From an optimization exercise on the open Yosys and OpenROAD flow, aimed at small area and a short achievable clock period; shortcuts taken in it are not production practice. Only simulation tests tie the RTL to the original design; equivalence was not proved. Power is estimated from default activity; no workload was simulated.

### flow/config.mk
export PLATFORM = sky130hd
export DESIGN_NAME = mem_responder
export DESIGN_NICKNAME = mem_responder
export VERILOG_FILES = /design/flow/design.v
export SDC_FILE = /design/flow/constraint.sdc
export NUM_CORES = 4
export LEC_CHECK = 0
export CAP_MARGIN = 20
export CORE_MARGIN = 2
export CORE_UTILIZATION = 55
export CTS_BUF_LIST = sky130_fd_sc_hd__clkbuf_16
export CTS_CLUSTER_DIAMETER = 100
export CTS_CLUSTER_SIZE = 25
export SETUP_SLACK_MARGIN = 3.3
export SLEW_MARGIN = 20
export SYNTH_HIERARCHICAL = 1
export SYNTH_MINIMUM_KEEP_SIZE = 0
### flow/design.v
package mem_pkg;
    localparam int WORD_W = 32;
    localparam int BE_W   = 4;
    localparam int MAX_AW = 64;
    function automatic logic addr_ok(
        input logic [MAX_AW-1:0] addr,
        input int unsigned       depth
    );
        logic [MAX_AW-1:0] idx;
        idx = addr >> 2;
        addr_ok = (addr[1:0] == 2'b00) && (idx < MAX_AW'(depth));
    endfunction
endpackage
module mem_array #(
    parameter int DEPTH = 64,
    parameter int IW    = 6
) (
    input  logic                       clk_i,
    input  logic [DEPTH-1:0]           wsel_i,
    input  logic [mem_pkg::BE_W-1:0]   wbe_i,
    input  logic [DEPTH-1:0]           rsel_i,
    input  logic [mem_pkg::WORD_W-1:0] wdata_i,
    output logic [mem_pkg::WORD_W-1:0] rdata_o
);
    logic [DEPTH-1:0][mem_pkg::WORD_W-1:0] mem;
    for (genvar w = 0; w < DEPTH; w++) begin : g_word
        for (genvar b = 0; b < mem_pkg::BE_W; b++) begin : g_byte
            always_ff @(posedge clk_i) begin
                if (wbe_i[b] && wsel_i[w]) begin
                    mem[w][8*b +: 8] <= wdata_i[8*b +: 8];
                end
            end
        end
    end
    for (genvar i = 0; i < mem_pkg::WORD_W; i++) begin : g_col
        logic [DEPTH-1:0] col;
        for (genvar w = 0; w < DEPTH; w++) begin : g_bit
            assign col[w] = mem[w][i];
        end
        mem_rd_col u_col (
            .sel_i (rsel_i),
            .d_i   (col),
            .q_o   (rdata_o[i])
        );
    end
endmodule
module mem_rd_col (
    input  logic [63:0] sel_i,
    input  logic [63:0] d_i,
    output logic        q_o
);
    logic [21:0] t_n;    
    logic [5:0]  g;      
    logic [1:0]  h_n;
    for (genvar k = 0; k < 21; k++) begin : g_aoi
        mem_aoi222 u_aoi (
            .a0 (sel_i[3*k]),   .b0 (d_i[3*k]),
            .a1 (sel_i[3*k+1]), .b1 (d_i[3*k+1]),
            .a2 (sel_i[3*k+2]), .b2 (d_i[3*k+2]),
            .y  (t_n[k])
        );
    end
    mem_nand2 u_last (.a(sel_i[63]), .b(d_i[63]), .y(t_n[21]));
    for (genvar k = 0; k < 5; k++) begin : g_nd
        mem_nand4 u_nd (.a(t_n[4*k]), .b(t_n[4*k+1]), .c(t_n[4*k+2]), .d(t_n[4*k+3]), .y(g[k]));
    end
    mem_nand2 u_nd5 (.a(t_n[20]), .b(t_n[21]), .y(g[5]));
    mem_nor3 u_nr0 (.a(g[0]), .b(g[1]), .c(g[2]), .y(h_n[0]));
    mem_nor3 u_nr1 (.a(g[3]), .b(g[4]), .c(g[5]), .y(h_n[1]));
    mem_nand2 u_out (.a(h_n[0]), .b(h_n[1]), .y(q_o));
endmodule
module mem_aoi222 (
    input  logic a0, b0, a1, b1, a2, b2,
    output logic y
);
    assign y = !((a0 && b0) || (a1 && b1) || (a2 && b2));
endmodule
module mem_nand4 (
    input  logic a, b, c, d,
    output logic y
);
    assign y = !(a && b && c && d);
endmodule
module mem_nand2 (
    input  logic a, b,
    output logic y
);
    assign y = !(a && b);
endmodule
module mem_nor3 (
    input  logic a, b, c,
    output logic y
);
    assign y = !(a || b || c);
endmodule
module mem_responder #(
    parameter int DEPTH_WORDS = 64,
    parameter int WAIT_STATES = 2,
    parameter int ADDR_W      = 32
) (
    input  logic              clk,
    input  logic              reset,
    input  logic              req,
    input  logic              we,
    input  logic [ADDR_W-1:0] addr,
    input  logic [mem_pkg::WORD_W-1:0] wdata,
    input  logic [mem_pkg::BE_W-1:0]   be,
    output logic [mem_pkg::WORD_W-1:0] rdata,
    output logic              ready,
    output logic              err,
    output logic              busy
);
    localparam int IW = $clog2(DEPTH_WORDS);
    logic [mem_pkg::BE_W-1:0] be_w;
    assign be_w = be;
    logic                       busy_q, ready_q, err_q;
    logic [WAIT_STATES:1]       stage_q;     
    logic                       ok_q;        
    logic [DEPTH_WORDS-1:0]     sel_q;       
    logic [mem_pkg::BE_W-1:0]   wbe_q;       
    logic [mem_pkg::WORD_W-1:0] wdata_q;
    logic [mem_pkg::WORD_W-1:0] rd_q;        
    logic [mem_pkg::WORD_W-1:0] rdata_q;     
    logic [mem_pkg::WORD_W-1:0] ram_rdata;
    logic                       acc, ok, busy_d;
    assign acc = req && !busy_q;
    assign ok  = mem_pkg::addr_ok(mem_pkg::MAX_AW'(addr), DEPTH_WORDS);
    always_ff @(posedge clk or negedge reset) begin
        if (!reset) begin
            busy_q  <= 1'b0;
            stage_q <= '0;
            ready_q <= 1'b0;
            err_q   <= 1'b0;
        end else begin
            busy_q  <= busy_d;
            stage_q <= {stage_q[WAIT_STATES-1:1], acc};
            ready_q <= stage_q[WAIT_STATES];
            err_q   <= stage_q[WAIT_STATES] && !ok_q;
        end
    end
    assign busy_d = acc || (|stage_q);
    mem_flag u_busy (
        .clk_i   (clk),
        .rst_ni  (reset),
        .d_i     (busy_d),
        .q_o     (busy)
    );
    always_ff @(posedge clk) begin
        if (!busy_q) begin
            ok_q <= ok;
        end
    end
    always_ff @(posedge clk or negedge reset) begin
        if (!reset) begin
            wbe_q <= '0;
        end else begin
            wbe_q <= (acc && we && ok) ? be_w : '0;
        end
    end
    always_ff @(posedge clk) begin
        for (int w = 0; w < DEPTH_WORDS; w++) begin
            sel_q[w] <= ok && (addr[IW+1:2] == IW'(w));
        end
        wdata_q <= wdata;
        rd_q    <= ram_rdata;
        rdata_q <= rd_q;
    end
    mem_array #(
        .DEPTH (DEPTH_WORDS),
        .IW    (IW)
    ) u_array (
        .clk_i   (clk),
        .wsel_i  (sel_q),
        .wbe_i   (wbe_q),
        .wdata_i (wdata_q),
        .rsel_i  (sel_q),
        .rdata_o (ram_rdata)
    );
    assign rdata = rdata_q;
    assign ready = ready_q;
    assign err   = err_q;
endmodule
module mem_flag (
    input  logic clk_i,
    input  logic rst_ni,
    input  logic d_i,
    output logic q_o
);
    always_ff @(posedge clk_i or negedge rst_ni) begin
        if (!rst_ni) begin
            q_o <= 1'b0;
        end else begin
            q_o <= d_i;
        end
    end
endmodule
### flow/run.sh
#!/bin/bash
# synth_recipe.tcl (not shown) runs the flow's synth.tcl, then flattens the netlist and writes it again
# the make line also repeats each setting of config.mk as NAME=value (left out here)
make -C /OpenROAD-flow-scripts/flow DESIGN_CONFIG=/design/flow/config.mk WORK_HOME=/design/flow/orfs CLKGATE_MAP_FILE= SYNTH_SCRIPT=/design/flow/synth_recipe.tcl finish
### flow/constraint.sdc
create_clock -name core_clock -period 5.0 [get_ports {clk}]
set_input_delay 1.0000 -clock core_clock [delete_from_list [all_inputs] [get_ports {clk}]]
set_output_delay 1.0000 -clock core_clock [all_outputs]
set_load 0.01 [all_outputs]
==> out/results.tsv <==
stage	metric	value	unit
outcome	status	timing/DRC/antenna clean	
detailed_routing	routed len/inst	32.1	um
timing	Tcrit/Tclk final	44.8	%
die	Die W	377	um
setup_path	startpoint types	flop	
synthesis	Synth area leader	edfxtp_1	
setup_path	FF-to-FF Start	sel_q[9]	
timing	Final Setup Violations	0	
setup_path	Critical Path RT	4.00	ns
worst_hold_path	HP Class	reg -> reg	
synthesis	Mean Syn Cell Area	21.1	um2
die	starting density of the core	55.5	%
setup_path	maximum fanout along the worst path	1	
setup_path	critical path data arrival time	1.24	ns
synthesis	Post-Synthesis Cells	3631	
placement	RD Place Congestion	0.826	
synthesis	Synth Warn #	9	
global_route	largest net degree at the start of global routing	65	
cts	Clock Tree Buf Depth	3	
placement	hpwl dp	115000	um
setup_path	worst-path cell chain	buf_2	
worst_hold_path	hold path endpoint	rdata_q[22]	
setup_path	Crit Reg-Reg Endpoint	rd_q[22]	
die	site row count	136	
die	chip height	377	um
setup_path	CP bufs+invs	1	
detailed_routing	drt drc	0	
worst_hold_path	hold depth	0	
synthesis	post-synthesis cell area	76500	um2
synthesis	register area share after synthesis	84.9	%
synthesis	async set-reset flop share out of synthesis	0.451	%
power	VDD IR max	0.000296	V
detailed_routing	final WL	188000	um
final_layout	area of the multi-input gates	12000	um2
detailed_routing	initial DRC count	7651	
synthesis	main flop type after synthesis	edfxtp_1	
cts	TritonCTS clock tree	done	
global_route	gr busiest metal	met2	
cts	clock-pin transition on the worst setup and hold timing paths	0.10	ns
final_layout	most common library cell in the layout ignoring fill and taps	edfxtp_1	
die	core area	138000	um2
detailed_routing	Vias	40300	
timing	RSZ-0062 raised after global routing	true	
setup_path	R2R Setup Slk	2.77	ns
cts	clock root cell	clkbuf_16	
global_route	global routing usage on met3	4.76	%
flow_run	max-capacitance violation count	0	
timing	Post-Route Skew	0.0331	ns
timing	min Tclk post-route	2.24	ns
final_layout	# fillers	9560	
synthesis	Yosys reg bits	2219	
setup_path	Worst Setup SP	u_busy.q_o	
worst_hold_path	Hold Path Origin	rd_q[22]	
setup_path	CP max stage delay	0.37	ns
synthesis	share of the synthesized area in the top cell type	80.4	%
final_layout	FF+latch area	65100	um2
cts	worst skew pair latency	0.74	ns
power	pwr/cell area	349	nW/um2
timing	Max Clock Freq	447	MHz
setup_path	CP max-delay cell	dfrtp_1	
synthesis	syn nets	3703	
timing	Hold Vio Cnt, Final	0	
cts	clock sinks	2219	
final_layout	Final Non-Filler Cells	5851	
synthesis	EDFF count, synth	2049	
final_layout	layout cell share with drive strength beyond 1	19.1	%
timing	Worst slew margin	43.7	%
power	P_leak	27.0	nW
global_route	initial antenna violation count	2	
cts	CTS H-tree depth	3	
setup_path	Crit. End Element	output pin	
setup_path	Worst path top cell family by delay	flip-flops	
final_layout	final net count	4046	
timing	Worst Tran Pin Value	0.844	ns
setup_path	worst r2r path cells	6	
timing	Pins Over Slew Limit	0	
cts	TritonCTS buffer count	98	
global_route	first-pass GRT wire length	267000	um
final_layout	diode count	0	
detailed_routing	drt pass-1 iters	8	
placement	Port Buffers	106	
synthesis	distinct cell type count after synthesis	26	
placement	DP Cell Count	5595	
global_route	met1 GRT Util	37.8	%
timing	setup_tns	0	ns
final_layout	Area Growth Syn to Fin	11.4	%
timing	hold slack	0.334	ns
detailed_routing	DR vias/cell	6.89	
setup_path	Crit Path Class	reg -> out	
global_route	vias in the first global route	38800	
global_route	met2 Usage GRT	41.5	%
global_route	gr ovfl total	0	
final_layout	most frequent cells in the layout	edfxtp_1 (2049), a222oi_1 (672), and2_2 (237)	
detailed_routing	antenna-violating nets left	0	
die	Die Footprint	142000	um2
die	number of placed I/O pins	107	
global_route	gr usage total	26.0	%
synthesis	Area contributors post-synth	edfxtp_1 (80%), a222oi_1 (8.8%), dfxtp_1 (4.2%)	
==> through the flow <==
stage	power [W]	setup WS [ns]	util [%]	cell area, um2
after global routing	0.0306	2.69	61.9	85300
final	0.0297	2.76	61.9	85300
after global placement	0.0211	1.91	58.5	80700
after CTS	0.0299	2.70	61.5	84800
after floorplan	0.0208	2.98	-	76800
after detailed placement	0.0211	1.79	58.5	80700
==> cells in the mapped netlist, drive strengths merged, types with 5 or more instances <==
master and number:
a222oi 672, and2 257, buf 8, clkbuf 32
dfrtp 10, dfxtp 160, edfxtp 2049, nand2 109
nand3 14, nand4 166, nor2 5, nor2b 8
nor3 119, nor4 14, nor4b 5
==> modules after synthesis, one instance, submodules excluded, excerpt <==
module / flops+latches / cells / copies in the design
mem_aoi222: 0 / 1 / 672
mem_flag: 1 / 1 / 1
mem_nand2: 0 / 1 / 96
mem_nand4: 0 / 1 / 160
mem_nor3: 0 / 1 / 64
mem_responder: 170 / 310 / 1
==> worst reg2reg max path: stages, from the launching register on <==
cell,delay (ns)
dfxtp_4,0.40
buf_12,0.17
buf_12,0.15
a222oi_1,0.54
nand4_1,0.40
nor3_4,0.36
nand2_1,0.09
==> layout make-up <==
type	instances	share of cell area, %
well taps	1794	2.63
clock inverters	82	0.403
inverters	1	0.00440
multi-input cells	1372	14.1
flip-flops and latches	2219	76.4
repair buffers	282	3.52
clock buffers	101	2.96
==> report_power, final <==
group          total, W  leakage, nW  switching [W]  internal [W]
Sequential       0.0202         19.9      0.0000111        0.0202
Clock           0.00907         1.68        0.00532       0.00375
Combinational  0.000417         5.47       0.000338     0.0000785
Total            0.0297         27.0        0.00567        0.0241
==> metal layers <==
metal,vias to the layer above,wire length [um],part of all wire (%)
li1,17000,-,-
met1,21100,76100,40
met2,2043,90700,48
met3,214,17500,9.3
met4,0,3750,2.0
met5,-,0,0
==> registers in the layout, summed over array words and instances (netlist names) <==
name / count
u_array.mem: 2048
sel_q: 64
rd_q: 32
rdata_q: 32
wdata_q: 32
wbe_q: 4
stage_q: 2
busy_q: 1
err_q: 1
ok_q: 1
ready_q: 1
u_busy.q_o: 1
==> worst max path at each step <==
stage | to | depth (start not counted) | slack (ns)
floorplan | sel_q[35] | 4 | 2.98
global placement | sel_q[44] | 4 | 1.91
detailed placement | sel_q[44] | 4 | 1.79
CTS | busy | 1 | 2.70
global route | busy | 1 | 2.69
finish | busy | 1 | 2.76
==> what timing repair did <==
item,CTS,global route
setup buffers,42,14
cloned,13,4
hold buffers,0,0
endpoints found under the setup margin,1774,905
pin swaps,161,68
gates resized for setup,375,111
==> cell families (layout without fill, tap and decap cells) <==
family          Yosys count  after routing  synth area share [%]
buf+inv                  41            466                 0.257
flops                  2219           2219                  84.9
simple gates            699            700                  6.07
compound gates          672            672                  8.79

==> separate check: timing with driven ports <==
The flow's constraints put no driver on any port. The routed layout listed below was extracted and timed again, unchanged, in two steps.
Step 1: set_driving_cell puts a clkbuf_16 on clk and a buf_2 on each other input, an assumption about the parent block.
Step 2 times the ports against the registers' clock, not the clock port: input delays grow and output delays shrink by t, the midpoint of the rising clock arrivals with the driver on.
Slacks: ideal ports / drivers / drivers and shift; pairs: ideal ports / drivers.
t (ns): 0.798
setup slack, ns: 2.762 / 2.688 / 2.526
slew at the worst register clock pin (ns): 0.10 / 0.10
pins driven straight from the clock port: 1
After both steps setup and hold are still met in this run. For this run, drivers alone change the setup slack by -0.074 ns; drivers and shift together by -0.236 ns.
